Source: an optimization exercise on an open RTL-to-GDS flow (aim: small area and few clock cycles). Production flows keep margins and buffers that such runs may drop. In this exercise RTL edits were held to simulation tests only and were not proved equivalent to the original. Power and IR drop assume default switching activity. No driver is modelled on the clock port, so clocking that relies on it looks cheaper here than on a real chip.

== before ==
==> flow/design.v (excerpt) <==
module block_whitener
#(
	parameter int FIFO_DEPTH = 8,
	parameter int OUT_CREDITS = 4
)
(
	input logic clk,
	input logic rst,
	input logic in_valid,
	input block_pkg::block_t in_block,
	output logic in_credit,
	input block_pkg::block_t key,
	output logic out_valid,
	output block_pkg::block_t out_block,
	input logic out_credit
);
export LEC_CHECK = 0
export CAP_MARGIN = 20
export CORE_MARGIN = 2
export CORE_UTILIZATION = 45
export PLACE_DENSITY = 0.6
export SLEW_MARGIN = 20
create_clock -name core_clock -period 5.0 [get_ports {clk}]
standard.sh (not shown) runs the stock make flow with config.mk's settings and CLKGATE_MAP_FILE= SYNTH_SCRIPT=/design/flow/synth_recipe.tcl, a recipe that flattens the netlist after the stock synthesis.
==> flow/flow/run.sh <==
#!/bin/bash
# The standard layout, with two changes:
# - each port gets a sky130_fd_sc_hd__buf_1 as its buffer (buffer_ports
#   otherwise picks a larger delay buffer);
# - clock tree synthesis builds sink clusters of up to 10 from clkbuf_4 and adds
#   no dummy loads.
# make's output goes to flow_make.log here, and each step's log is copied
# here from orfs/logs/ when the flow ends.
set -uo pipefail
bash standard.sh \
	"BUFFER_PORTS_ARGS=-buffer_cell sky130_fd_sc_hd__buf_1" \
	"CTS_ARGS=-sink_clustering_enable -repair_clock_nets -buf_list sky130_fd_sc_hd__clkbuf_4 -dont_use_dummy_load -sink_clustering_size 10 -sink_clustering_max_diameter 60" \
	finish > flow_make.log 2>&1
status=$?
for f in orfs/logs/*/block_whitener/base/*.log; do
	[ -f "$f" ] && cp "$f" "orfs_$(basename "$f")"
done
exit $status
before reached the final stage; the timing, DRC and antenna checks on its layout passed.
Testbench counts of before, summed over its fixed seeds: cycles 3,668.
Setup changes, before to after
==> flow/flow/run.sh <==
#!/bin/bash
# The standard layout, with two changes:
# - each port gets a sky130_fd_sc_hd__buf_1 as its buffer (buffer_ports
#   otherwise picks a larger delay buffer);
# - clock tree synthesis builds sink clusters of up to 18 from clkbuf_8 and adds
#   no dummy loads.
# make's output goes to flow_make.log here, and each step's log is copied
# here from orfs/logs/ when the flow ends.
set -uo pipefail
bash standard.sh \
	"BUFFER_PORTS_ARGS=-buffer_cell sky130_fd_sc_hd__buf_1" \
	"CTS_ARGS=-sink_clustering_enable -repair_clock_nets -buf_list sky130_fd_sc_hd__clkbuf_8 -dont_use_dummy_load -sink_clustering_size 18 -sink_clustering_max_diameter 100" \
	finish > flow_make.log 2>&1
status=$?
for f in orfs/logs/*/block_whitener/base/*.log; do
	[ -f "$f" ] && cp "$f" "orfs_$(basename "$f")"
done
exit $status
==> comparison <==
Changes observed in after relative to before: total wire length now sits at about the same level; worst-case hold slack now sits higher; multi-input gate share of total cell area now sits at about the same level.

* * *

Setup of run A:
The RTL this note starts from:
==> flow/design.v <==
`default_nettype none
package block_pkg;
	typedef logic [31:0] word_t;
	typedef struct packed
	{
		word_t w3;
		word_t w2;
		word_t w1;
		word_t w0;
	} block_t;
	localparam int BLOCK_W = 4 * 32;
	function automatic int count_width(input int max_count);
		int w;
		w = 1;
		while ((1 << w) <= max_count)
		begin
			w = w + 1;
		end
		count_width = w;
	endfunction
	function automatic int index_width(input int depth);
		index_width = count_width(depth - 1);
	endfunction
endpackage
`default_nettype wire
`default_nettype none
module fifo_buffer
#(
	parameter int DEPTH = 8,
	parameter logic [DEPTH-1:0] LAND = 8'hC0
)
(
	input logic clk,
	input logic rst,
	input logic write,
	input block_pkg::block_t data_in,
	input logic has_credit_next,
	output block_pkg::block_t data_out,
	output logic nonempty
);
	localparam int W = block_pkg::BLOCK_W;
	logic [W-1:0] slot [0:DEPTH-1];
	logic [DEPTH-1:0] valid;
	logic [DEPTH-1:0] keep;
	logic [DEPTH-1:0] shift;
	logic [DEPTH-1:0] land;
	logic [DEPTH-1:0] load;
	logic [DEPTH-1:0] valid_next;
	logic read_next;
	logic [DEPTH-1:0] vacate_n;
	logic [DEPTH-1:0] keep_n;
	logic [DEPTH-1:0] shift_n;
	logic [DEPTH-1:0] land_n;
	logic [DEPTH:0] free_from_n;
	always_comb
	begin
		load = land & {DEPTH{write}};
		valid_next = keep | shift | load;
		read_next = valid_next[0] && has_credit_next;
		vacate_n[0] = read_next;
		for (int i = 0; i < DEPTH - 1; i++)
		begin
			shift_n[i] = valid_next[i + 1] && (!valid_next[i] || vacate_n[i]);
			vacate_n[i + 1] = shift_n[i];
		end
		shift_n[DEPTH - 1] = 1'b0;
		keep_n = valid_next & ~vacate_n;
		free_from_n[DEPTH] = 1'b1;
		for (int i = DEPTH - 1; i >= 0; i--)
			free_from_n[i] = free_from_n[i + 1] && !(keep_n[i] || shift_n[i]);
		land_n = '0;
		for (int i = DEPTH - 1; i >= 0; i--)
			if (LAND[i] && free_from_n[i])
				land_n = DEPTH'(1) << i;
	end
	always_ff @(posedge clk)
	begin
		if (rst)
		begin
			valid <= '0;
			keep <= '0;
			shift <= '0;
			land <= '0;
			for (int i = DEPTH - 1; i >= 0; i--)
				if (LAND[i])
					land <= DEPTH'(1) << i;
		end
		else
		begin
			valid <= valid_next;
			keep <= keep_n;
			shift <= shift_n;
			land <= land_n;
		end
	end
	always_ff @(posedge clk)
	begin
		for (int i = 0; i < DEPTH - 1; i++)
			if (LAND[i])
				slot[i] <= (slot[i] & {W{keep[i]}}) | (slot[i + 1] & {W{shift[i]}}) | (data_in & {W{load[i]}});
			else
				slot[i] <= (slot[i] & {W{keep[i]}}) | (slot[i + 1] & {W{shift[i]}});
		slot[DEPTH - 1] <= (slot[DEPTH - 1] & {W{keep[DEPTH - 1]}}) | (data_in & {W{load[DEPTH - 1]}});
	end
	assign data_out = slot[0];
	assign nonempty = valid[0];
endmodule
`default_nettype wire
`default_nettype none
module credit_counter
#(
	parameter int INIT = 4
)
(
	input logic clk,
	input logic rst,
	input logic consume,
	input logic give_back,
	output logic has_credit,
	output logic has_credit_next
);
	localparam int CNT_W = block_pkg::count_width(INIT);
	generate
		if (INIT < 1)
		begin : g_init_check
			$error("credit_counter needs at least one credit.");
		end
	endgenerate
	logic [CNT_W-1:0] count;
	logic [CNT_W-1:0] count_next;
	always_comb
	begin
		case ({consume, give_back})
			2'b10: count_next = count - 1'b1;
			2'b01: count_next = count + 1'b1;
			default: count_next = count;
		endcase
	end
	always_ff @(posedge clk)
	begin
		if (rst)
			count <= CNT_W'(INIT);
		else
			count <= count_next;
	end
	assign has_credit = (count != '0);
	assign has_credit_next = (count_next != '0);
endmodule
`default_nettype wire
`default_nettype none
module whitening_stage
(
	input block_pkg::block_t data,
	input block_pkg::block_t key,
	output block_pkg::block_t result
);
	assign result = data ^ key;
endmodule
`default_nettype wire
`default_nettype none
module block_whitener
#(
	parameter int FIFO_DEPTH = 8,
	parameter int OUT_CREDITS = 4
)
(
	input logic clk,
	input logic rst,
	input logic in_valid,
	input block_pkg::block_t in_block,
	output logic in_credit,
	input block_pkg::block_t key,
	output logic out_valid,
	output block_pkg::block_t out_block,
	input logic out_credit
);
	block_pkg::block_t head;
	logic nonempty;
	logic has_credit;
	logic has_credit_next;
	logic beat;
	fifo_buffer #(
		.DEPTH(FIFO_DEPTH)
	) u_fifo_buffer (
		.clk(clk),
		.rst(rst),
		.write(in_valid),
		.data_in(in_block),
		.has_credit_next(has_credit_next),
		.data_out(head),
		.nonempty(nonempty)
	);
	credit_counter #(
		.INIT(OUT_CREDITS)
	) u_credit_counter (
		.clk(clk),
		.rst(rst),
		.consume(beat),
		.give_back(out_credit),
		.has_credit(has_credit),
		.has_credit_next(has_credit_next)
	);
	whitening_stage u_whitening_stage (
		.data(head),
		.key(key),
		.result(out_block)
	);
	assign beat = nonempty && has_credit;
	assign out_valid = beat;
	assign in_credit = beat;
endmodule
`default_nettype wire
Settings: LEC_CHECK=0, CAP_MARGIN=20, CORE_MARGIN=2, CORE_UTILIZATION=45, PLACE_DENSITY=0.6, SLEW_MARGIN=20; clock period 5.0 ns.
run.sh (not shown) runs the stock make flow with config.mk's settings and CLKGATE_MAP_FILE= SYNTH_SCRIPT=/design/flow/synth_recipe.tcl, a recipe that flattens the netlist after the stock synthesis.
Stock flow here: none of the scripts above is used.
Run A | status: complete | timing, DRC, antenna: pass
Testbench counts of run A, summed over its fixed seeds: cycles 3,668.
[inputs] run B vs run A
==> flow/flow/run.sh (new file) <==
#!/bin/bash
# The standard layout, with two changes:
# - each port gets a sky130_fd_sc_hd__buf_1 as its buffer (buffer_ports
#   otherwise picks a larger delay buffer);
# - clock tree synthesis builds sink clusters of up to 18 from clkbuf_8 and adds
#   no dummy loads.
# make's output goes to flow_make.log here, and each step's log is copied
# here from orfs/logs/ when the flow ends.
set -uo pipefail
bash standard.sh \
	"BUFFER_PORTS_ARGS=-buffer_cell sky130_fd_sc_hd__buf_1" \
	"CTS_ARGS=-sink_clustering_enable -repair_clock_nets -buf_list sky130_fd_sc_hd__clkbuf_8 -dont_use_dummy_load -sink_clustering_size 18 -sink_clustering_max_diameter 100" \
	finish > flow_make.log 2>&1
status=$?
for f in orfs/logs/*/block_whitener/base/*.log; do
	[ -f "$f" ] && cp "$f" "orfs_$(basename "$f")"
done
exit $status
==> flow/standard.sh (new file) <==
#!/bin/bash
# synth_recipe.tcl (not shown) runs the flow's synth.tcl, then flattens the netlist and writes it again
# the make line also repeats each setting of config.mk as NAME=value (left out here)
make -C /OpenROAD-flow-scripts/flow DESIGN_CONFIG=/design/flow/config.mk WORK_HOME=/design/flow/orfs CLKGATE_MAP_FILE= SYNTH_SCRIPT=/design/flow/synth_recipe.tcl "${@:-finish}"
removed: flow/run.sh
### Flow results
Utilization in run B is 6.4 points lower than in run A. Setup slack of the critical path after layout improves in run B relative to run A. As far as H-tree depth goes, run A and run B are indistinguishable; the numbers are identical. Diff run A and run B: count of TritonRoute iterations in the first routing pass higher in run A. Diff run A -> run B: combinational power share decreased 0.5 points, maximum resistive drop on vdd decreased by about 30% relative to the old numbers. On cell-internal power, run A loses to run B. As far as leftover overflow at the end of global routing goes, run B and run A are indistinguishable; the numbers are identical. The flow did not stop early for run B: all stages ran, and the layout cleared the timing, DRC and antenna checks. Summary of run B over run A: detailed-routing wirelength on met1 saw a decrease, sequential share of layout area saw an increase, clock network latency to the later pin of the worst-skew pair saw an increase.
--- input diff run B..run C ---
==> flow/flow/run.sh <==
#!/bin/bash
# The standard layout, with two changes:
# - each port gets a sky130_fd_sc_hd__buf_1 as its buffer (buffer_ports
#   otherwise picks a larger delay buffer);
# - clock tree synthesis builds larger sink clusters from clkbuf_16 and adds
#   no dummy loads.
# make's output goes to flow_make.log here, and each step's log is copied
# here from orfs/logs/ when the flow ends.
set -uo pipefail
bash standard.sh \
	"BUFFER_PORTS_ARGS=-buffer_cell sky130_fd_sc_hd__buf_1" \
	"CTS_ARGS=-sink_clustering_enable -repair_clock_nets -buf_list sky130_fd_sc_hd__clkbuf_16 -dont_use_dummy_load -sink_clustering_size 30 -sink_clustering_max_diameter 120" \
	finish > flow_make.log 2>&1
status=$?
for f in orfs/logs/*/block_whitener/base/*.log; do
	[ -f "$f" ] && cp "$f" "orfs_$(basename "$f")"
done
exit $status
==> comparison <==
- Re area after synthesis: no difference whatsoever between run C and run B.
- Higher first-pass GRT wire length among run C and run B: run B
- Run C vs run B on wire length: run C is the lower one.
- Run C ends up with a slew at the pin closest to its max-slew limit that is 10 ps lower than in run B.
- Sort run C and run B by number of antenna repair diodes, ascending, and run C comes first.

## static timing again, ports no longer ideal
The results above use ideal ports. As a check the final layouts listed here were re-extracted and re-timed, cells and wires unchanged. Step 1: set_driving_cell puts a clkbuf_16 on clk and a buf_2 on each other input, an assumption about the parent block. Step 2 adds t to the input delays and takes it off the output delays; t is the mean of the earliest and latest rising clock arrival at the registers after step 1. Input paths then give back, and output paths get back, about the clock's delay inside the block. a / b / c = no drivers / after step 1 / after step 2; a / b = the first two.
| run | t (ns) | slack for setup (ns) | latest minus earliest clock arrival (ns) | pins driven straight from the clock port |
|---|---|---|---|---|
| before | 0.922 | 1.368 / 1.313 / 1.784 | 0.085 / 0.085 | 1 |
| after | 0.711 | 1.596 / 1.539 / 1.781 | 0.051 / 0.051 | 1 |
| run A | 0.694 | 1.771 / 1.740 / 1.117 | 0.019 / 0.020 | 1 |
| run B | 0.713 | 1.785 / 1.785 / 1.499 | 0.069 / 0.070 | 1 |
| run C | 0.661 | 1.822 / 1.822 / 1.507 | 0.035 / 0.034 | 1 |
After both steps setup and hold are still met in every run listed. For run A, which loses most, drivers alone change the setup slack by -0.031 ns; drivers and shift together by -0.654 ns.
